This design comes from an exercise in tuning for a short achievable clock period and few clock cycles per item on the open sky130 flow, not from production work.
In this exercise RTL edits were held to simulation tests only and were not proved equivalent to the original.
Power and IR drop assume default switching activity.

==> design/flow/design.v <==
`timescale 1ns / 1ps
package lstg_pkg;
  localparam logic [1:0] CMD_START  = 2'd0;
  localparam logic [1:0] CMD_ISSUE  = 2'd1;
  localparam logic [1:0] CMD_RESP   = 2'd2;
  localparam logic [1:0] CMD_STATUS = 2'd3;
  localparam logic [2:0] REG_BASE     = 3'd0;
  localparam logic [2:0] REG_MODE     = 3'd1;
  localparam logic [2:0] REG_COUNT    = 3'd2;
  localparam logic [2:0] REG_DO_LOADS = 3'd3;
  localparam logic [2:0] REG_LINE     = 3'd4;
  localparam logic [2:0] MODE_FIXED  = 3'd0;
  localparam logic [2:0] MODE_NEXT   = 3'd1;
  localparam logic [2:0] MODE_SEQ    = 3'd2;
  localparam logic [2:0] MODE_RANDOM = 3'd3;
  localparam logic [2:0] MODE_WTR    = 3'd4;
  localparam logic [63:0] BASE_RESET     = 64'h0000_0000_B490_0000;
  localparam logic [2:0]  MODE_RESET     = MODE_SEQ;
  localparam logic [12:0] COUNT_RESET    = 13'd16;
  localparam logic        DO_LOADS_RESET = 1'b1;
  localparam logic [12:0] LINE_RESET     = 13'd64;
  localparam logic [12:0] MAX_ACCESSES = 13'd4096;
  localparam logic [15:0] LFSR_SEED    = 16'hACE1;
  localparam logic [3:0]  STATUS_DONE  = 4'd12;
  localparam int CREDITS = 3;
  function automatic logic [13:0] clamp_count(input logic [12:0] c);
    if (c == 13'd0)              clamp_count = 14'd1;
    else if (c > MAX_ACCESSES)   clamp_count = {1'b0, MAX_ACCESSES};
    else                         clamp_count = {1'b0, c};
  endfunction
  function automatic logic [15:0] lfsr_next(input logic [15:0] l);
    lfsr_next = {l[0] ^ l[2] ^ l[3] ^ l[5], l[15:1]};
  endfunction
endpackage
`timescale 1ns / 1ps
module lstg_front #(
  parameter int DEPTH = 3
) (
  input  logic       clk,
  input  logic       rst_n,
  input  logic       push,
  input  logic [3:0] push_cmd,    
  input  logic       pop,
  output logic       head_valid,
  output logic [3:0] head_cmd
);
  localparam int PTR_W = (DEPTH > 1) ? $clog2(DEPTH) : 1;
  localparam int CNT_W = $clog2(DEPTH + 1);
  logic [3:0]       slot_r [DEPTH];
  logic [PTR_W-1:0] wr_ptr_r, rd_ptr_r;
  logic [CNT_W-1:0] cnt_r;
  logic             hv_r;
  logic [3:0]       head_r;
  logic             load_head, t_empty, t_push, t_pop;
  assign t_empty   = (cnt_r == '0);
  assign load_head = !hv_r || pop;
  assign t_pop     = load_head && !t_empty;
  assign t_push    = push && !(load_head && t_empty);
  always_ff @(posedge clk) begin
    if (!rst_n) begin
      hv_r     <= 1'b0;
      cnt_r    <= '0;
      wr_ptr_r <= '0;
      rd_ptr_r <= '0;
    end else begin
      if (load_head) hv_r <= !t_empty || push;
      if (t_pop) rd_ptr_r <= (rd_ptr_r == PTR_W'(DEPTH - 1)) ? '0 : rd_ptr_r + PTR_W'(1);
      if (t_push) wr_ptr_r <= (wr_ptr_r == PTR_W'(DEPTH - 1)) ? '0 : wr_ptr_r + PTR_W'(1);
      cnt_r <= cnt_r + CNT_W'(t_push) - CNT_W'(t_pop);
    end
  end
  always_ff @(posedge clk) begin
    if (load_head) head_r <= t_empty ? push_cmd : slot_r[rd_ptr_r];
    if (t_push) slot_r[wr_ptr_r] <= push_cmd;
  end
  assign head_valid = hv_r;
  assign head_cmd   = head_r;
endmodule
`timescale 1ns / 1ps
module lstg_queue #(
  parameter int DEPTH = 2
) (
  input  logic        clk,
  input  logic        rst_n,
  input  logic        in_valid,
  input  logic [71:0] in_data,
  output logic        out_tvalid,
  input  logic        out_tready,
  output logic [71:0] out_tdata
);
  localparam int PTR_W = (DEPTH > 1) ? $clog2(DEPTH) : 1;
  localparam int CNT_W = $clog2(DEPTH + 1);
  logic [71:0]      slot_r [DEPTH];
  logic [PTR_W-1:0] wr_ptr_r, rd_ptr_r;
  logic [CNT_W-1:0] cnt_r;       
  logic             ov_r;
  logic [71:0]      o_r;
  logic             load_o, f_empty, consume;
  logic [71:0]      cand;
  assign f_empty = (cnt_r == '0);
  assign load_o  = !ov_r || out_tready;
  assign consume = load_o && (!f_empty || in_valid);
  assign cand    = f_empty ? in_data : slot_r[rd_ptr_r];
  always_ff @(posedge clk) begin
    if (!rst_n) begin
      ov_r     <= 1'b0;
      cnt_r    <= '0;
      wr_ptr_r <= '0;
      rd_ptr_r <= '0;
    end else begin
      if (load_o) ov_r <= !f_empty || in_valid;
      if (consume) rd_ptr_r <= (rd_ptr_r == PTR_W'(DEPTH - 1)) ? '0 : rd_ptr_r + PTR_W'(1);
      if (in_valid) wr_ptr_r <= (wr_ptr_r == PTR_W'(DEPTH - 1)) ? '0 : wr_ptr_r + PTR_W'(1);
      cnt_r <= cnt_r + CNT_W'(in_valid) - CNT_W'(consume);
    end
  end
  always_ff @(posedge clk) begin
    if (load_o) o_r <= cand;
    if (in_valid) slot_r[wr_ptr_r] <= in_data;
  end
  assign out_tvalid = ov_r;
  assign out_tdata  = o_r;
endmodule
`timescale 1ns / 1ps
module lstg_back (
  input  logic        clk,
  input  logic        rst_n,
  input  logic [63:0] base,
  input  logic [2:0]  mode,
  input  logic [13:0] n,         
  input  logic [13:0] total,     
  input  logic        do_loads,
  input  logic [12:0] line,
  input  logic        cfg_wr,
  input  logic        head_valid,
  input  logic [3:0]  head_cmd,
  output logic        pop,
  output logic        res_valid,
  output logic [71:0] res_data
);
  localparam int QD = 3;     
  logic wtr, rnd;
  assign wtr = (mode == lstg_pkg::MODE_WTR);
  assign rnd = (mode == lstg_pkg::MODE_RANDOM);
  logic [50:0] base_hp13_r;    
  logic [37:0] base_hp26_r;    
  logic [36:0] base_hp27_r;    
  logic [63:0] nxt_r;          
  logic [13:0] nxt_lo;
  assign nxt_lo = {1'b0, base[12:0]} + {1'b0, line};
  always_ff @(posedge clk) begin
    if (!rst_n) begin
      base_hp13_r <= lstg_pkg::BASE_RESET[63:13] + 51'd1;
      base_hp26_r <= lstg_pkg::BASE_RESET[63:26] + 38'd1;
      base_hp27_r <= lstg_pkg::BASE_RESET[63:27] + 37'd1;
      nxt_r       <= lstg_pkg::BASE_RESET + {51'd0, lstg_pkg::LINE_RESET};
    end else begin
      base_hp13_r <= base[63:13] + 51'd1;
      base_hp26_r <= base[63:26] + 38'd1;
      base_hp27_r <= base[63:27] + 37'd1;
      nxt_r       <= {nxt_lo[13] ? base[63:13] + 51'd1 : base[63:13], nxt_lo[12:0]};
    end
  end
  logic        ph_idle_r, ph_run_r, ph_wait_r, ph_done_r;
  logic [13:0] iss0_r, iss1_r, iss2_r;    
  logic [13:0] rc0_r, rc1_r, rc2_r;       
  logic [13:0] wr0_r, wr1_r, wr2_r;       
  logic        held_r;
  logic [63:0] held_addr_r;
  logic [15:0] lfsr_r;
  logic        ci_r;     
  logic        ieq_r;    
  logic        ige_r;    
  logic        wlt_r;    
  logic        wge_r;    
  logic        rge_r;    
  logic [63:0] nfs_r;         
  logic [50:0] nfs_hp13_r;    
  logic        vseq_r;        
  logic [15:0] pf_lfsr_r;            
  logic        s1v_r;
  logic [25:0] s1_s_r, s1_c_r;       
  logic [63:0] rq_r [QD];
  logic [1:0]  rq_cnt_r;
  logic        flush;
  logic        pf_issue;
  logic        rq_push, rq_pop;
  logic [63:0] rq_new;
  assign flush    = !rst_n || cfg_wr;
  assign pf_issue = ({1'b0, rq_cnt_r} + {2'd0, s1v_r}) < 3'(QD);
  function automatic logic [51:0] csa(input logic [25:0] a, input logic [25:0] b,
                                      input logic [25:0] c);
    logic [25:0] s, cy;
    s  = a ^ b ^ c;
    cy = ((a & b) | (a & c) | (b & c)) << 1;
    csa = {cy, s};
  endfunction
  logic [25:0] pp [13];
  logic [25:0] l1 [9];
  logic [25:0] l2 [6];
  logic [25:0] l3 [4];
  logic [25:0] l4 [3];
  logic [25:0] l5 [2];
  always_comb begin
    for (int i = 0; i < 13; i++) pp[i] = pf_lfsr_r[i] ? (26'(line) << i) : 26'd0;
    for (int k = 0; k < 4; k++) {l1[2*k+1], l1[2*k]} = csa(pp[3*k], pp[3*k+1], pp[3*k+2]);
    l1[8] = pp[12];
    for (int k = 0; k < 3; k++) {l2[2*k+1], l2[2*k]} = csa(l1[3*k], l1[3*k+1], l1[3*k+2]);
    for (int k = 0; k < 2; k++) {l3[2*k+1], l3[2*k]} = csa(l2[3*k], l2[3*k+1], l2[3*k+2]);
    {l4[1], l4[0]} = csa(l3[0], l3[1], l3[2]);
    l4[2] = l3[3];
    {l5[1], l5[0]} = csa(l4[0], l4[1], l4[2]);
  end
  logic [26:0] s2_t, s2_u;
  logic [27:0] s2_sum;
  assign s2_t   = {1'b0, base[25:0]} ^ {1'b0, s1_s_r} ^ {1'b0, s1_c_r};
  assign s2_u   = {(base[25:0] & s1_s_r) | (base[25:0] & s1_c_r) | (s1_s_r & s1_c_r), 1'b0};
  assign s2_sum = {1'b0, s2_t} + {1'b0, s2_u};
  assign rq_new = {s2_sum[26] ? base_hp26_r : base[63:26], s2_sum[25:0]};
  always_ff @(posedge clk) begin
    s1_s_r <= l5[0];
    s1_c_r <= l5[1];
  end
  logic [4:0]  eng_cnt_r;
  logic [13:0] eng_idx_r;
  logic [26:0] eng_acc_r;
  logic [63:0] eng_res_r;
  logic [13:0] idxs;
  logic [14:0] idx_diff;
  logic        eng_done;
  logic [27:0] eng_lo;
  assign eng_lo = {1'b0, base[26:0]} + {1'b0, eng_acc_r};
  assign idx_diff = {1'b0, iss0_r} - {1'b0, n};
  assign idxs     = (wtr && !idx_diff[14]) ? idx_diff[13:0] : iss0_r;
  assign eng_done = (eng_cnt_r == 5'd1);
  always_ff @(posedge clk) begin
    if (flush) begin
      eng_cnt_r <= 5'd18;
    end else if (eng_cnt_r != '0) begin
      eng_cnt_r <= eng_cnt_r - 5'd1;
    end
    if (eng_cnt_r == 5'd18) begin
      eng_idx_r <= idxs;
      eng_acc_r <= '0;
    end else if (eng_cnt_r > 5'd3) begin
      eng_idx_r <= eng_idx_r << 1;
      eng_acc_r <= (eng_acc_r << 1) + (eng_idx_r[13] ? {14'd0, line} : 27'd0);
    end
    if (eng_cnt_r == 5'd3) begin
      eng_res_r <= {eng_lo[27] ? base_hp27_r : base[63:27], eng_lo[26:0]};
    end
  end
  logic [1:0]  cmd;
  logic        pa, rw;
  logic        is_start, is_issue, is_resp;
  logic        stall;
  logic        ev_start, vi, acc, form, rsp, wr, bad;
  logic        to_run, to_wait, to_done, finished;
  logic [63:0] fa, addr_use;
  logic        step_rnd;
  assign cmd      = head_cmd[1:0];
  assign pa       = head_cmd[2];
  assign rw       = head_cmd[3];
  assign is_start = (cmd == lstg_pkg::CMD_START);
  assign is_issue = (cmd == lstg_pkg::CMD_ISSUE);
  assign is_resp  = (cmd == lstg_pkg::CMD_RESP);
  assign stall = is_issue && (!vseq_r || (rnd && (rq_cnt_r == 2'd0)));
  assign pop   = head_valid && !stall;
  assign ev_start = pop && is_start && (ph_idle_r || ph_done_r);
  assign vi       = pop && is_issue && ph_run_r && ci_r;
  assign acc      = vi && pa;
  assign form     = vi && !held_r;
  assign rsp      = pop && is_resp && (ph_run_r || ph_wait_r);
  assign wr       = rsp && rw;
  assign bad      = pop && is_resp && ph_idle_r;
  assign to_wait  = acc && wtr && ieq_r && wlt_r;
  assign to_done  = rsp && rge_r;
  assign to_run   = ev_start || (wr && ph_wait_r && wge_r && !rge_r);
  assign finished = to_done || (ph_done_r && !ev_start);
  always_comb begin
    case (mode)
      lstg_pkg::MODE_NEXT:   fa = nxt_r;
      lstg_pkg::MODE_SEQ:    fa = nfs_r;
      lstg_pkg::MODE_RANDOM: fa = rq_r[0];
      lstg_pkg::MODE_WTR:    fa = nfs_r;
      default:               fa = base;
    endcase
  end
  assign addr_use = held_r ? held_addr_r : fa;
  assign step_rnd = form && rnd;
  assign res_valid       = pop;
  assign res_data[0]     = vi;
  assign res_data[64:1]  = vi ? addr_use : 64'd0;
  assign res_data[65]    = vi && (wtr ? ige_r : do_loads);
  assign res_data[69:66] = finished ? lstg_pkg::STATUS_DONE : 4'd0;
  assign res_data[70]    = finished;
  assign res_data[71]    = bad;
  assign rq_pop  = step_rnd;
  assign rq_push = s1v_r;
  always_ff @(posedge clk) begin
    if (flush) begin
      pf_lfsr_r <= rst_n ? lfsr_r : lstg_pkg::LFSR_SEED;
      s1v_r     <= 1'b0;
      rq_cnt_r  <= '0;
    end else begin
      if (pf_issue) pf_lfsr_r <= lstg_pkg::lfsr_next(pf_lfsr_r);
      s1v_r    <= pf_issue;
      rq_cnt_r <= rq_cnt_r + 2'(rq_push) - 2'(rq_pop);
    end
  end
  for (genvar i = 0; i < QD; i++) begin : g_rq
    always_ff @(posedge clk) begin
      if (rq_pop) begin
        if (rq_push && (rq_cnt_r == 2'(i + 1))) rq_r[i] <= rq_new;
        else if (i < QD - 1)                    rq_r[i] <= rq_r[(i + 1) % QD];
      end else if (rq_push && (rq_cnt_r == 2'(i))) begin
        rq_r[i] <= rq_new;
      end
    end
  end
  always_ff @(posedge clk) begin
    if (!rst_n) begin
      ph_idle_r <= 1'b1;
      ph_run_r  <= 1'b0;
      ph_wait_r <= 1'b0;
      ph_done_r <= 1'b0;
      iss0_r    <= 14'd0;
      iss1_r    <= 14'd1;
      iss2_r    <= 14'd2;
      rc0_r     <= 14'd0;
      rc1_r     <= 14'd1;
      rc2_r     <= 14'd2;
      wr0_r     <= 14'd0;
      wr1_r     <= 14'd1;
      wr2_r     <= 14'd2;
      held_r    <= 1'b0;
      lfsr_r    <= lstg_pkg::LFSR_SEED;
      ci_r      <= 1'b1;
      ieq_r     <= (lstg_pkg::COUNT_RESET == 13'd1);
      ige_r     <= 1'b0;
      wlt_r     <= 1'b1;
      wge_r     <= (lstg_pkg::COUNT_RESET == 13'd1);
      rge_r     <= (lstg_pkg::COUNT_RESET == 13'd1);
      vseq_r    <= 1'b0;
    end else begin
      if (to_done) begin
        ph_idle_r <= 1'b0; ph_run_r <= 1'b0; ph_wait_r <= 1'b0; ph_done_r <= 1'b1;
      end else if (to_run) begin
        ph_idle_r <= 1'b0; ph_run_r <= 1'b1; ph_wait_r <= 1'b0; ph_done_r <= 1'b0;
      end else if (to_wait) begin
        ph_idle_r <= 1'b0; ph_run_r <= 1'b0; ph_wait_r <= 1'b1; ph_done_r <= 1'b0;
      end
      if (ev_start) begin
        iss0_r <= 14'd0;
        iss1_r <= 14'd1;
        iss2_r <= 14'd2;
        ci_r   <= 1'b1;
        ieq_r  <= (n == 14'd1);
        ige_r  <= 1'b0;
      end else if (acc) begin
        iss0_r <= iss1_r;
        iss1_r <= iss2_r;
        iss2_r <= iss2_r + 14'd1;
        ci_r   <= iss1_r < total;
        ieq_r  <= iss2_r == n;
        ige_r  <= iss1_r >= n;
      end else begin
        ci_r   <= iss0_r < total;
        ieq_r  <= iss1_r == n;
        ige_r  <= iss0_r >= n;
      end
      if (ev_start) begin
        rc0_r <= 14'd0;
        rc1_r <= 14'd1;
        rc2_r <= 14'd2;
        rge_r <= (total == 14'd1);
      end else if (rsp) begin
        rc0_r <= rc1_r;
        rc1_r <= rc2_r;
        rc2_r <= rc2_r + 14'd1;
        rge_r <= rc2_r >= total;
      end else begin
        rge_r <= rc1_r >= total;
      end
      if (ev_start) begin
        wr0_r <= 14'd0;
        wr1_r <= 14'd1;
        wr2_r <= 14'd2;
        wlt_r <= 1'b1;
        wge_r <= (n == 14'd1);
      end else if (wr) begin
        wr0_r <= wr1_r;
        wr1_r <= wr2_r;
        wr2_r <= wr2_r + 14'd1;
        wlt_r <= wr1_r < n;
        wge_r <= wr2_r >= n;
      end else begin
        wlt_r <= wr0_r < n;
        wge_r <= wr1_r >= n;
      end
      if (ev_start || to_done) held_r <= 1'b0;
      else if (vi)             held_r <= !pa;
      if (step_rnd) lfsr_r <= lstg_pkg::lfsr_next(lfsr_r);
      if (cfg_wr)                    vseq_r <= 1'b0;
      else if (ev_start || eng_done) vseq_r <= 1'b1;
    end
  end
  logic [13:0] nfs_lo;
  assign nfs_lo = {1'b0, nfs_r[12:0]} + {1'b0, line};
  always_ff @(posedge clk) begin
    if (vi) held_addr_r <= addr_use;
    if (ev_start || (acc && wtr && ieq_r)) begin
      nfs_r      <= base;
      nfs_hp13_r <= base_hp13_r;
    end else if (acc) begin
      nfs_r      <= {nfs_lo[13] ? nfs_hp13_r : nfs_r[63:13], nfs_lo[12:0]};
      nfs_hp13_r <= nfs_lo[13] ? nfs_hp13_r + 51'd1 : nfs_hp13_r;
    end else if (eng_done && !vseq_r) begin
      nfs_r      <= eng_res_r;
      nfs_hp13_r <= eng_res_r[63:13] + 51'd1;
    end
  end
endmodule
`timescale 1ns / 1ps
module load_store_traffic_generator (
  input  logic        clk,
  input  logic        rst_n,
  input  logic        in_tvalid,
  output logic        in_tready,
  input  logic [7:0]  in_tdata,    
  output logic        out_tvalid,
  input  logic        out_tready,
  output logic [71:0] out_tdata,   
  input  logic        cfg_valid,
  output logic        cfg_ready,
  input  logic [2:0]  cfg_index,
  input  logic [63:0] cfg_data
);
  localparam int CW = $clog2(lstg_pkg::CREDITS + 1);
  logic [63:0] base_r;
  logic [2:0]  mode_r;
  logic [13:0] n_r;         
  logic [13:0] total_r;     
  logic        loads_r;
  logic [13:0] n_wr;
  logic [12:0] line_r;
  assign cfg_ready = 1'b1;
  assign n_wr = lstg_pkg::clamp_count(cfg_data[12:0]);
  always_ff @(posedge clk) begin
    if (!rst_n) begin
      base_r  <= lstg_pkg::BASE_RESET;
      mode_r  <= lstg_pkg::MODE_RESET;
      n_r     <= {1'b0, lstg_pkg::COUNT_RESET};
      total_r <= {1'b0, lstg_pkg::COUNT_RESET};
      loads_r <= lstg_pkg::DO_LOADS_RESET;
      line_r  <= lstg_pkg::LINE_RESET;
    end else if (cfg_valid) begin
      case (cfg_index)
        lstg_pkg::REG_BASE:     base_r  <= cfg_data;
        lstg_pkg::REG_MODE: begin
          mode_r  <= cfg_data[2:0];
          total_r <= (cfg_data[2:0] == lstg_pkg::MODE_WTR) ? {n_r[12:0], 1'b0} : n_r;
        end
        lstg_pkg::REG_COUNT: begin
          n_r     <= n_wr;
          total_r <= (mode_r == lstg_pkg::MODE_WTR) ? {n_wr[12:0], 1'b0} : n_wr;
        end
        lstg_pkg::REG_DO_LOADS: loads_r <= cfg_data[0];
        lstg_pkg::REG_LINE:     line_r  <= cfg_data[12:0];
        default: ;
      endcase
    end
  end
  logic [CW-1:0] owed_r;
  logic          ready_r;
  logic          acc_in, take;
  assign acc_in = in_tvalid && ready_r;
  assign take   = out_tvalid && out_tready;
  always_ff @(posedge clk) begin
    if (!rst_n) begin
      owed_r  <= '0;
      ready_r <= 1'b1;
    end else begin
      owed_r <= owed_r + CW'(acc_in) - CW'(take);
      if (acc_in && !take)      ready_r <= (owed_r < CW'(lstg_pkg::CREDITS - 1));
      else if (!acc_in && take) ready_r <= 1'b1;
      else                      ready_r <= (owed_r < CW'(lstg_pkg::CREDITS));
    end
  end
  assign in_tready = ready_r;
  logic        head_valid;
  logic [3:0]  head_cmd;
  logic        pop;
  logic        res_valid;
  logic [71:0] res_data;
  lstg_front #(
    .DEPTH (lstg_pkg::CREDITS - 1)
  ) u_front (
    .clk        (clk),
    .rst_n      (rst_n),
    .push       (acc_in),
    .push_cmd   (in_tdata[3:0]),
    .pop        (pop),
    .head_valid (head_valid),
    .head_cmd   (head_cmd)
  );
  lstg_back u_back (
    .clk        (clk),
    .rst_n      (rst_n),
    .base       (base_r),
    .mode       (mode_r),
    .n          (n_r),
    .total      (total_r),
    .do_loads   (loads_r),
    .line       (line_r),
    .cfg_wr     (cfg_valid),
    .head_valid (head_valid),
    .head_cmd   (head_cmd),
    .pop        (pop),
    .res_valid  (res_valid),
    .res_data   (res_data)
  );
  lstg_queue #(
    .DEPTH (lstg_pkg::CREDITS - 1)
  ) u_queue (
    .clk        (clk),
    .rst_n      (rst_n),
    .in_valid   (res_valid),
    .in_data    (res_data),
    .out_tvalid (out_tvalid),
    .out_tready (out_tready),
    .out_tdata  (out_tdata)
  );
endmodule
==> design/flow/run.sh <==
#!/bin/bash
# synth_recipe.tcl (not shown) runs the flow's synth.tcl, then flattens the netlist and writes it again
# the make line also repeats each setting of config.mk as NAME=value (left out here)
make -C /OpenROAD-flow-scripts/flow DESIGN_CONFIG=/design/flow/config.mk WORK_HOME=/design/flow/orfs CLKGATE_MAP_FILE= SYNTH_SCRIPT=/design/flow/synth_recipe.tcl finish
==> design/flow/config.mk <==
export PLATFORM = sky130hd
export DESIGN_NAME = load_store_traffic_generator
export DESIGN_NICKNAME = load_store_traffic_generator
export VERILOG_FILES = /design/flow/design.v
export SDC_FILE = /design/flow/constraint.sdc
export NUM_CORES = 4
export LEC_CHECK = 0
export ABC_CLOCK_PERIOD_IN_PS = 2500
export CAP_MARGIN = 20
export CORE_MARGIN = 2
export CORE_UTILIZATION = 40
export PLACE_DENSITY = 0.6
export SETUP_SLACK_MARGIN = 5
export SLEW_MARGIN = 20
==> design/flow/constraint.sdc <==
create_clock -name core_clock -period 10.0 [get_ports {clk}]
set_input_delay 2.0000 -clock core_clock [delete_from_list [all_inputs] [get_ports {clk}]]
set_output_delay 2.0000 -clock core_clock [all_outputs]
set_load 0.01 [all_outputs]
==> run summary, run 1 <==
* GPL Wtd Cong at 0.866
* Via count at ~50000
* Ports at 155
* DRC Markers at 0
* Input/output buffers at 147
* Share of cells above drive strength 1 at just over 6%
* Via density at around 5.4
* DIE AREA at 0.168 mm²
* Detailed Routing Iterations Pass 1 at 6
* Worst-Margin Slew at 1210 ps
* Fin Setup TNS at 0 ps
* Outcome: finished clean
* Initial Util at 40.1%
* Gr busiest metal: met2
* Biggest area consumer among synthesized cells: edfxtp_1
* Routed wire length at around 180 mm
* Setup Skew at 26.2 ps
* Max cap viols at 0
* Max stage delay on crit path at roughly 620 ps
* Rel. slew slack at 18.7%
* Worst-Skew Late Latency at 790 ps
* Fmax at 214 MHz
* Worst EP required at 10670 ps
* DR WL/cell at 19.9 µm
* Top_reg_cell synth: edfxtp_1
* CP Class: reg2reg
* Met3 GRT Util at 2.71%
* Area contributors post-synth: edfxtp_1 28%, dfxtp_1 18%, nand2_1 6.1%
* Period utilization at 46.7%
* Critical path's slowest cell: dfxtp_1
* Lkg Pwr at 29.3 nW
* Die W at 410 µm
* Synthesis-to-finish area growth at 12.3%
* M2 GR Usage at 36.8%
* H-Tree Level Count at 4
* Period minus WS final at about 4700 ps
* Core Rows at between 100 and 150
* Clock root cell: clkbuf_16
* RSZ-0062 raised after global routing: no
* Clock tree buffer depth at 3
* Final Setup Violations at 0
* DRT antenna net count at 0
* Cells along the critical path: fa_1 > ha_1 > o21ai_0 > a211oi_1 > o21ai_0 > nand3_1 > a311oi_2 > o21ai_1 > xor2_4 > buf_6 > mux2i_1 > a21oi_1 > or2_2
* Synth Cell Area at 0.0660 mm²
* Iteration-0 DRC Markers at about 3700
* Top post-synthesis cells by count: 1072 x nand2_1, 701 x a21oi_1, 660 x nor2_1
* CTS Buf Count at 138
* Filler cell count in the final layout at 15700
* CTS tree: done
* Worst Path Arrival at 5330 ps
* EDFF count, synth at a little over 600
* TritonCTS Sinks at around 1200
* Delay-heaviest family, CP: compound AO/OA/AOI/OAI gates
* Most common cell in the netlist: nand2_1
* Met1 GRT Util at between 20% and 30%
* Yosys cell types at 93
* Total congestion overflow at 0
* Max-slew violations at 0
* Worst setup SP type: register
* Vias in the first global route at 49100
* Yosys reg bits at 1215
* Initial antenna violation count at 2
* Buf/Inv on CP at 1
* VDD IR max at between 150 and 200 µV
* Register area share after synthesis at 46.2%
* Ys async rst share at 0%
* First-pass GRT wire length at 287 mm
* HP Class: reg2reg
* Minimum hold slack at 452 ps
* Largest net degree at the start of global routing at 138
* Final std cells w/o fill at approximately 9300
* Placed wire-length estimate at 125 mm
* Fin nets at 7462
* Placed cell count at 9008
* CP most frequent cell: o21ai_0
* Gr usage total at 21.7%
* Die height at 410 µm
* Critical Path Sink Type: register
* PwrDens at around 180 mW/mm²
* Maximum fanout along the worst path at 38
* Clock transition at path regs at 60 ps
* Final hold viol count at 0
* Core area at 0.164 mm²
* YS warnings at 11
* Mapped Avg Cell Area at 9.38 µm²
* Share of the synthesized area in the top cell type at 28.1%
* Synth Instances at between 7000 and 8000
[worst reg2reg max path, stage by stage (launching register included)]
cell      delay (ps)
dfxtp_1          620
fa_1             480
ha_1             370
o21ai_0          280
a211oi_1         130
o21ai_0          240
nand3_1          200
a311oi_2         450
o21ai_1          210
xor2_4           170
buf_6            480
mux2i_1          500
a21oi_1          110
or2_2            320
[area by class of cell]
| class | instances | area, µm² | area share (%) |
|---|---|---|---|
| Antenna cell | 1 | 2.50 | 0.00338 |
| Clock buffer | 201 | 4030 | 5.43 |
| Clock inverter | 56 | 706 | 0.953 |
| Inverter | 285 | 1080 | 1.46 |
| Multi-Input combinational cell | 5082 | 32800 | 44.3 |
| Sequential cell | 1215 | 30500 | 41.2 |
| Tap cell | 2189 | 2740 | 3.70 |
| Timing Repair Buffer | 237 | 2160 | 2.92 |
[per-layer routing]
metal / vias up / routed length [µm]
li1: 24100 / -
met3: 293 / 9130
met5: - / 0
met2: 1267 / 88200
met4: 0 / 5290
met1: 24500 / 81800
[state kept, by name (all words and copies together) (netlist names), 64 cells and up, named ones only]
signal              count
u_back.nxt_r           64
u_back.nfs_r           64
u_queue.o_r            68
base_r                 64
u_queue.slot_r        136
u_back.rq_r           192
u_back.held_addr_r     64
u_back.eng_res_r       64
[cells in the final DEF (no fill, tap or decap), types with 67 or more instances in the layout]
master              n
xor2_1            176
and2_1            160
edfxtp_1          617
mux2i_1           312
fa_1              149
nor2_1            652
clkbuf_16         142
a21oi_1           701
nand2_1          1066
xnor2_1           181
ha_1              274
inv_1             282
buf_4              88
nor3_1             67
o21ai_0           465
clkdlybuf4s50_1   146
nand3_1           133
dfxtp_1           593
[path summary, 6_finish.rpt]
path | start | to | slack [ps] | cells past startpoint
worst max-delay path | base_r[8] | u_back.rq_r[1][63] | 5330 | 13
worst min-delay path | u_back.wr1_r[0] | u_back.wr0_r[0] | 450 | 2
worst max register to register | base_r[8] | u_back.rq_r[1][63] | 5330 | 13
worst min register to register | u_back.wr1_r[0] | u_back.wr0_r[0] | 450 | 2
[power by group]
group          internal [mW]  total (mW)  switching, mW
clock network           3.13        5.28           2.15
registers               5.88        6.17          0.293
logic                  0.808        2.03           1.22
total                   9.82        13.5           3.66
[cells by family (layout without fill, tap and decap cells)]
group | Yosys count | count (layout) | synth area share [%]
AND/OR/NAND/NOR | 2422 | 2422 | 16.3
AO/OA/AOI/OAI | 1519 | 1519 | 13.2
flip-flops | 1215 | 1215 | 46.2
buffers and inverters | 735 | 779 | 4.34
adder cells (fa/ha/maj) | 423 | 423 | 9.72
XOR/XNOR | 358 | 358 | 4.75
multiplexers | 357 | 357 | 5.54
other | 2 | 4 | 0.0114
[through the flow]
step	utilization (%)	power [mW]	setup WS, ps	cell area, µm²
2_1_floorplan	-	7.51	5120	66000
3_3_place_gp	42.2	8.27	5110	69300
3_5_place_dp	42.2	8.33	5110	69300
4_1_cts	45.0	13.6	5220	74000
5_1_grt	45.0	14.1	5030	74100
6_report	45.0	13.5	5330	74100
[timing repair]
action,4_1_cts,5_1_grt
buffers inserted,0,0
endpoints found under the setup margin,0,45
endpoints found under the hold margin,0,0
hold buffers,0,0
resized for setup,0,2
Testbench counts, summed over its fixed seeds: cycles 56,466, items 53,091.
==> inputs of run 2 (changes only) <==
--- a/design/flow/design.v
+++ b/design/flow/design.v
@@ -42,16 +42,19 @@
   input  logic [3:0] push_cmd,    
   input  logic       pop,
   output logic       head_valid,
-  output logic [3:0] head_cmd
+  output logic [5:0] head_cmd     
 );
   localparam int PTR_W = (DEPTH > 1) ? $clog2(DEPTH) : 1;
   localparam int CNT_W = $clog2(DEPTH + 1);
-  logic [3:0]       slot_r [DEPTH];
+  logic [5:0]       slot_r [DEPTH];
   logic [PTR_W-1:0] wr_ptr_r, rd_ptr_r;
   logic [CNT_W-1:0] cnt_r;
   logic             hv_r;
-  logic [3:0]       head_r;
+  logic [5:0]       head_r;
+  logic [5:0]       push_dec;
   logic             load_head, t_empty, t_push, t_pop;
+  assign push_dec  = {push_cmd[3:2], push_cmd[1:0] == 2'd3, push_cmd[1:0] == 2'd2,
+                      push_cmd[1:0] == 2'd1, push_cmd[1:0] == 2'd0};
   assign t_empty   = (cnt_r == '0);
   assign load_head = !hv_r || pop;
   assign t_pop     = load_head && !t_empty;
@@ -70,8 +73,8 @@
     end
   end
   always_ff @(posedge clk) begin
-    if (load_head) head_r <= t_empty ? push_cmd : slot_r[rd_ptr_r];
-    if (t_push) slot_r[wr_ptr_r] <= push_cmd;
+    if (load_head) head_r <= t_empty ? push_dec : slot_r[rd_ptr_r];
+    if (t_push) slot_r[wr_ptr_r] <= push_dec;
   end
   assign head_valid = hv_r;
   assign head_cmd   = head_r;
@@ -93,8 +96,8 @@
   logic [71:0]      slot_r [DEPTH];
   logic [PTR_W-1:0] wr_ptr_r, rd_ptr_r;
   logic [CNT_W-1:0] cnt_r;       
-  logic             ov_r;
-  logic [71:0]      o_r;
+  logic             ov_r, ov_n_r;
+  logic [71:0]      o_r, o_n_r;    
   logic             load_o, f_empty, consume;
   logic [71:0]      cand;
   assign f_empty = (cnt_r == '0);
@@ -104,18 +107,21 @@
   always_ff @(posedge clk) begin
     if (!rst_n) begin
       ov_r     <= 1'b0;
+      ov_n_r   <= 1'b1;
       cnt_r    <= '0;
       wr_ptr_r <= '0;
       rd_ptr_r <= '0;
     end else begin
-      if (load_o) ov_r <= !f_empty || in_valid;
+      ov_r   <= load_o ? (!f_empty || in_valid) : !ov_n_r;
+      ov_n_r <= load_o ? !(!f_empty || in_valid) : ov_n_r;
       if (consume) rd_ptr_r <= (rd_ptr_r == PTR_W'(DEPTH - 1)) ? '0 : rd_ptr_r + PTR_W'(1);
       if (in_valid) wr_ptr_r <= (wr_ptr_r == PTR_W'(DEPTH - 1)) ? '0 : wr_ptr_r + PTR_W'(1);
       cnt_r <= cnt_r + CNT_W'(in_valid) - CNT_W'(consume);
     end
   end
   always_ff @(posedge clk) begin
-    if (load_o) o_r <= cand;
+    o_r   <= load_o ? cand : ~o_n_r;
+    o_n_r <= load_o ? ~cand : o_n_r;
     if (in_valid) slot_r[wr_ptr_r] <= in_data;
   end
   assign out_tvalid = ov_r;
@@ -133,12 +139,12 @@
   input  logic [12:0] line,
   input  logic        cfg_wr,
   input  logic        head_valid,
-  input  logic [3:0]  head_cmd,
+  input  logic [5:0]  head_cmd,    
   output logic        pop,
   output logic        res_valid,
   output logic [71:0] res_data
 );
-  localparam int QD = 3;     
+  localparam int QD = 4;     
   logic wtr, rnd;
   assign wtr = (mode == lstg_pkg::MODE_WTR);
   assign rnd = (mode == lstg_pkg::MODE_RANDOM);
@@ -178,16 +184,18 @@
   logic [50:0] nfs_hp13_r;    
   logic        vseq_r;        
   logic [15:0] pf_lfsr_r;            
-  logic        s1v_r;
+  logic        s1v_r, s2v_r;
   logic [25:0] s1_s_r, s1_c_r;       
-  logic [63:0] rq_r [QD];
-  logic [1:0]  rq_cnt_r;
+  logic [26:0] s2_r;                 
+  logic [26:0] rq_r [QD];            
+  logic [2:0]  rq_cnt_r;
   logic        flush;
   logic        pf_issue;
   logic        rq_push, rq_pop;
-  logic [63:0] rq_new;
+  logic [63:0] rq_head;
   assign flush    = !rst_n || cfg_wr;
-  assign pf_issue = ({1'b0, rq_cnt_r} + {2'd0, s1v_r}) < 3'(QD);
+  assign pf_issue = (rq_cnt_r + {2'd0, s1v_r} + {2'd0, s2v_r}) < 3'(QD);
+  assign rq_head  = {rq_r[0][26] ? base_hp26_r : base[63:26], rq_r[0][25:0]};
   function automatic logic [51:0] csa(input logic [25:0] a, input logic [25:0] b,
                                       input logic [25:0] c);
     logic [25:0] s, cy;
@@ -216,10 +224,10 @@
   assign s2_t   = {1'b0, base[25:0]} ^ {1'b0, s1_s_r} ^ {1'b0, s1_c_r};
   assign s2_u   = {(base[25:0] & s1_s_r) | (base[25:0] & s1_c_r) | (s1_s_r & s1_c_r), 1'b0};
   assign s2_sum = {1'b0, s2_t} + {1'b0, s2_u};
-  assign rq_new = {s2_sum[26] ? base_hp26_r : base[63:26], s2_sum[25:0]};
   always_ff @(posedge clk) begin
     s1_s_r <= l5[0];
     s1_c_r <= l5[1];
+    s2_r   <= s2_sum[26:0];
   end
   logic [4:0]  eng_cnt_r;
   logic [13:0] eng_idx_r;
@@ -250,7 +258,6 @@
       eng_res_r <= {eng_lo[27] ? base_hp27_r : base[63:27], eng_lo[26:0]};
     end
   end
-  logic [1:0]  cmd;
   logic        pa, rw;
   logic        is_start, is_issue, is_resp;
   logic        stall;
@@ -258,13 +265,12 @@
   logic        to_run, to_wait, to_done, finished;
   logic [63:0] fa, addr_use;
   logic        step_rnd;
-  assign cmd      = head_cmd[1:0];
-  assign pa       = head_cmd[2];
-  assign rw       = head_cmd[3];
-  assign is_start = (cmd == lstg_pkg::CMD_START);
-  assign is_issue = (cmd == lstg_pkg::CMD_ISSUE);
-  assign is_resp  = (cmd == lstg_pkg::CMD_RESP);
-  assign stall = is_issue && (!vseq_r || (rnd && (rq_cnt_r == 2'd0)));
+  assign is_start = head_cmd[0];
+  assign is_issue = head_cmd[1];
+  assign is_resp  = head_cmd[2];
+  assign pa       = head_cmd[4];
+  assign rw       = head_cmd[5];
+  assign stall = is_issue && (!vseq_r || (rnd && (rq_cnt_r == 3'd0)));
   assign pop   = head_valid && !stall;
   assign ev_start = pop && is_start && (ph_idle_r || ph_done_r);
   assign vi       = pop && is_issue && ph_run_r && ci_r;
@@ -281,7 +287,7 @@
     case (mode)
       lstg_pkg::MODE_NEXT:   fa = nxt_r;
       lstg_pkg::MODE_SEQ:    fa = nfs_r;
-      lstg_pkg::MODE_RANDOM: fa = rq_r[0];
+      lstg_pkg::MODE_RANDOM: fa = rq_head;
       lstg_pkg::MODE_WTR:    fa = nfs_r;
       default:               fa = base;
     endcase
@@ -296,25 +302,27 @@
   assign res_data[70]    = finished;
   assign res_data[71]    = bad;
   assign rq_pop  = step_rnd;
-  assign rq_push = s1v_r;
+  assign rq_push = s2v_r;
   always_ff @(posedge clk) begin
     if (flush) begin
       pf_lfsr_r <= rst_n ? lfsr_r : lstg_pkg::LFSR_SEED;
       s1v_r     <= 1'b0;
+      s2v_r     <= 1'b0;
       rq_cnt_r  <= '0;
     end else begin
       if (pf_issue) pf_lfsr_r <= lstg_pkg::lfsr_next(pf_lfsr_r);
       s1v_r    <= pf_issue;
-      rq_cnt_r <= rq_cnt_r + 2'(rq_push) - 2'(rq_pop);
+      s2v_r    <= s1v_r;
+      rq_cnt_r <= rq_cnt_r + 3'(rq_push) - 3'(rq_pop);
     end
   end
   for (genvar i = 0; i < QD; i++) begin : g_rq
     always_ff @(posedge clk) begin
       if (rq_pop) begin
-        if (rq_push && (rq_cnt_r == 2'(i + 1))) rq_r[i] <= rq_new;
+        if (rq_push && (rq_cnt_r == 3'(i + 1))) rq_r[i] <= s2_r;
         else if (i < QD - 1)                    rq_r[i] <= rq_r[(i + 1) % QD];
-      end else if (rq_push && (rq_cnt_r == 2'(i))) begin
-        rq_r[i] <= rq_new;
+      end else if (rq_push && (rq_cnt_r == 3'(i))) begin
+        rq_r[i] <= s2_r;
       end
     end
   end
@@ -489,7 +497,7 @@
   end
   assign in_tready = ready_r;
   logic        head_valid;
-  logic [3:0]  head_cmd;
+  logic [5:0]  head_cmd;
   logic        pop;
   logic        res_valid;
   logic [71:0] res_data;
==> design/flow/flow/run.sh (new file) <==
#!/bin/bash
set -euo pipefail
MARGIN=${FLOW_SETUP_MARGIN:-7}
bash standard.sh SETUP_SLACK_MARGIN=$MARGIN finish > run_make.log 2>&1
==> design/flow/standard.sh (new file) <==
#!/bin/bash
# synth_recipe.tcl (not shown) runs the flow's synth.tcl, then flattens the netlist and writes it again
# the make line also repeats each setting of config.mk as NAME=value (left out here)
make -C /OpenROAD-flow-scripts/flow DESIGN_CONFIG=/design/flow/config.mk WORK_HOME=/design/flow/orfs CLKGATE_MAP_FILE= SYNTH_SCRIPT=/design/flow/synth_recipe.tcl "${@:-finish}"
--- a/design/flow/config.mk
+++ b/design/flow/config.mk
@@ -8,7 +8,6 @@
 export ABC_CLOCK_PERIOD_IN_PS = 2500
 export CAP_MARGIN = 20
 export CORE_MARGIN = 2
-export CORE_UTILIZATION = 40
-export PLACE_DENSITY = 0.6
-export SETUP_SLACK_MARGIN = 5
+export CORE_UTILIZATION = 65
+export PLACE_DENSITY = 0.75
 export SLEW_MARGIN = 20
removed: design/flow/run.sh
==> run summary, run 2 <==
* Ports at 155 (unchanged)
* Yosys reg bits at 1232 (was 1215)
* Via density at 6.33 (was 5.42)
* Largest net degree at the start of global routing at 110 (was 138)
* Synthesis-to-finish area growth at 18.6% (was 12.3%)
* Yosys cell types at 82 (was 93)
* VDD IR max at 213 µV (was 192 µV)
* DRC Markers at 0 (unchanged)
* Initial antenna violation count at 5 (was 2)
* Clock tree buffer depth at 3 (unchanged)
* Outcome: finished clean (unchanged)
* FF-to-FF path depth at 10 (was 13)
* Final WS setup at 6500 ps (was 5330 ps)
* Lkg Pwr at 29.7 nW (was 29.3 nW)
* Final hold viol count at 0 (unchanged)
* Worst setup SP type: register (unchanged)
* Maximum fanout along the worst path at 3 (was 38)
* Max-slew violations at 0 (unchanged)
* Die W at 315 µm (was 410 µm)
* Critical Path Sink Type: register (unchanged)
* Most common cell in the netlist: nand2_1 (unchanged)
* Worst Path Arrival at 4130 ps (was 5330 ps)
* Detailed Routing Iterations Pass 1 at 9 (was 6)
* Iteration-0 DRC Markers at 6534 (was 3726)
* RSZ-0062 raised after global routing: yes (was no)
* Biggest area consumer among synthesized cells: edfxtp_1 (unchanged)
* XOR/XNOR Fraction of Synth Area at 4.88% (was 4.75%)
* TritonCTS Sinks at 1232 (was 1215)
* HP Class: reg2reg (unchanged)
* Area contributors post-synth: edfxtp_1 26%, dfxtp_1 22%, nand2_1 5.5% (was edfxtp_1 28%, dfxtp_1 18%, nand2_1 6.1%)
* Fin Setup TNS at 0 ps (unchanged)
* Core area at 0.0953 mm² (was 0.164 mm²)
* Max cap viols at 0 (unchanged)
* DRT antenna net count at 0 (unchanged)
* Routed wire length at 191 mm (was 184 mm)
* Setup Skew at 36.7 ps (was 26.2 ps)
* Ys async rst share at 0% (unchanged)
* Final Setup Violations at 0 (unchanged)
* DR WL/cell at 24.0 µm (was 19.9 µm)
* Via count at 50200 (about the same)
* Top post-synthesis cells by count: 919 x nand2_1, 686 x dfxtp_1, 557 x nor2_1 (was 1072 x nand2_1, 701 x a21oi_1, 660 x nor2_1)
* Synth Cell Area at 0.0628 mm² (was 0.0660 mm²)
* Top Registers: u_queue.slot_r (136), u_back.rq_r (108) (was u_back.rq_r (192), u_queue.slot_r (136), u_queue.o_r (68))
* Worst-Margin Slew at 1170 ps (was 1210 ps)
* Period utilization at 35.0% (was 46.7%)
* YS warnings at 11 (unchanged)
* Largest family of logic cells by synthesized area: simple AND/OR/NAND/NOR gates (unchanged)
* Period minus WS final at 3500 ps (was 4670 ps)
* Number of flip-flops in the largest register at 136 (was 192)
* Fmax at 286 MHz (was 214 MHz)
* Register area share after synthesis at 48.0% (was 46.2%)
* DP Worst Slack at 4450 ps (was 5110 ps)
* Hold path depth at 1 (was 2)
* Worst-Skew Late Latency at 780 ps (was 790 ps)
* Largest register by flop count: u_queue.slot_r (was u_back.rq_r)
* Placed cell count at 7415 (was 9008)
* PwrDens at 177 mW/mm² (was 182 mW/mm²)
* Synth Instances at 6309 (was 7031)
* Mapped Avg Cell Area at 9.95 µm² (was 9.38 µm²)
* Final std cells w/o fill at 7942 (was 9266)
* Worst EP required at 10630 ps (was 10670 ps)
* Clock root cell: clkbuf_16 (unchanged)
* EDFF count, synth at 546 (was 617)
* Initial Util at 65.9% (was 40.1%)
* Commonest non-fill, non-tap cells in the layout: 894 x nand2_1, 579 x dfxtp_1, 546 x edfxtp_1 (was 1066 x nand2_1, 701 x a21oi_1, 652 x nor2_1)
* Area share of fa/ha/maj cells after synthesis at 10.2% (was 9.72%)
* CP Class: reg2reg (unchanged)
* Rel. slew slack at 22.0% (was 18.7%)
* GPL Wtd Cong at 0.927 (was 0.866)
* Mux contribution to synthesized area at 6.67% (was 5.54%)
* Most common cell after layout, fill and taps aside: nand2_1 (unchanged)
* Gr usage total at 37.3% (was 21.7%)
* H-Tree Level Count at 4 (unchanged)
* Synth Area in Compound Gates at 10.8% (was 13.2%)
* Input/output buffers at 147 (unchanged)
* Placed wire-length estimate at 113 mm (was 125 mm)
* Die height at 315 µm (was 410 µm)
* Fin nets at 7071 (was 7462)
* Simple logic cell fraction of the synthesized area at 15.8% (was 16.3%)
* Top_reg_cell synth: dfxtp_1 (was edfxtp_1)
* Clock transition at path regs at 60 ps (about the same)
* Total congestion overflow at 0 (unchanged)
* DIE AREA at 0.0991 mm² (was 0.168 mm²)
* Core Rows at 113 (was 149)
* CTS Buf Count at 133 (was 138)
* Share of cells above drive strength 1 at 18.1% (was 6.09%)
* First-pass GRT wire length at 282 mm (was 287 mm)
* Share of the synthesized area in the top cell type at 26.1% (was 28.1%)
* CTS tree: done (unchanged)
* Vias in the first global route at 48200 (was 49100)
run 2: changes by cell type in the layout (fill, tap and decap cells not counted), sizes merged, moves of 42 or more:
cell           change
o22ai             +79
or2               -42
clkdlybuf4s50     -90
nor2             -103
a21oi            -278
edfxtp            -71
mux2              +86
dfxtp             +88
a22o              -64
nand2            -142
buf              +306
o21ai            -185
inv               -99
and2              +76
run 2: final cells by class:
type / instances / area (µm²)
antenna: 2 / 5.00
clock buffer: 194 / 3810
clock inverter: 48 / 440
fill: 6093 / 20800
inverter: 198 / 793
multi-input combinational: 4523 / 32600
sequential: 1232 / 30400
tap: 1265 / 1580
timing repair buffer: 479 / 4870
timing repair inverter: 1 / 5.00
run 2: power breakdown:
part	internal, mW	leakage [nW]	switching (mW)
Combinational	0.844	16.7	1.29
Sequential	5.89	10.9	0.289
Clock	2.79	2.10	2.05
Total	9.52	29.7	3.63
run 2: critical path: stages (launching register included):
cell,delay (ps)
edfxtp_1,430
buf_6,150
buf_6,120
and2_4,130
fa_2,530
inv_2,40
fa_2,420
fa_2,550
inv_2,40
fa_2,530
fa_2,430
run 2: worst paths after layout:
check	start	to	slack, ps
worst max register to register	u_back.pf_lfsr_r[3]	u_back.s1_s_r[11]	6500
worst min register to register	u_queue.o_n_r[40]	u_queue.o_r[40]	410
worst min-delay path	u_queue.o_n_r[40]	u_queue.o_r[40]	410
worst max-delay path	u_back.pf_lfsr_r[3]	u_back.s1_s_r[11]	6500
run 2: cell families after synthesis:
group           after synthesis
xor+xnor                    350
other cells                   2
fa+ha+maj                   423
mux                         402
compound gates             1131
simple gates               2194
flops                      1232
buf+inv                     575
run 2: stage by stage:
| stage | total power, mW | hold slack (ps) | util (%) | instance area, µm² |
|---|---|---|---|---|
| after floorplan | 7.40 | 396 | - | 63500 |
| after detailed placement | 8.18 | 410 | 68.6 | 65400 |
| final | 13.1 | 405 | 78.2 | 74500 |
| after global placement | 8.12 | 409 | 68.6 | 65300 |
| after global routing | 13.6 | 414 | 78.2 | 74500 |
| after CTS | 13.1 | 414 | 76.1 | 72500 |
run 2: layer usage:
layer | track usage, % | wire length [µm]
met5 | 0 | 0
met4 | 24.4 | 14000
met1 | 47.1 | 70500
met2 | 59.2 | 86700
met3 | 6.56 | 19300
run 2: what timing repair did:
action / CTS / global route
gates resized for setup: 731 / 297
setup buffers: 162 / 86
pin swaps: 104 / 134
hold buffers: 0 / 0
cloned: 28 / 7
setup endpoints to repair: 1567 / 586
Testbench counts of run 2, summed over its fixed seeds: cycles 56,579, items 53,091.

separate check: timing with driven ports:
The flow's constraints put no driver on any port. The routed layouts listed below were extracted and timed again, unchanged, in two steps. Step 1 assumes that a clkbuf_16 drives the clock port and a buf_2 every other input. Step 2 also shifts input and output timing later by t, the mid clock arrival at the registers, as if the neighbouring blocks saw the same clock. a / b / c = ideal / step 1 / step 2; a / b = the first two.
run	t, ns	setup slack, ns	hold WS [ns]	worst setup path after step 2	pins driven straight from the clock port
run 1	0.853	5.335 / 5.335 / 5.112	0.452 / 0.452 / 0.452	input to register	1
run 2	0.833	6.498 / 6.498 / 6.218	0.405 / 0.405 / 0.405	input to register	1
After both steps every run listed still meets setup and hold. The setup slack of run 2, which loses most, moves by 0.000 ns with the drivers and by -0.280 ns with both steps.
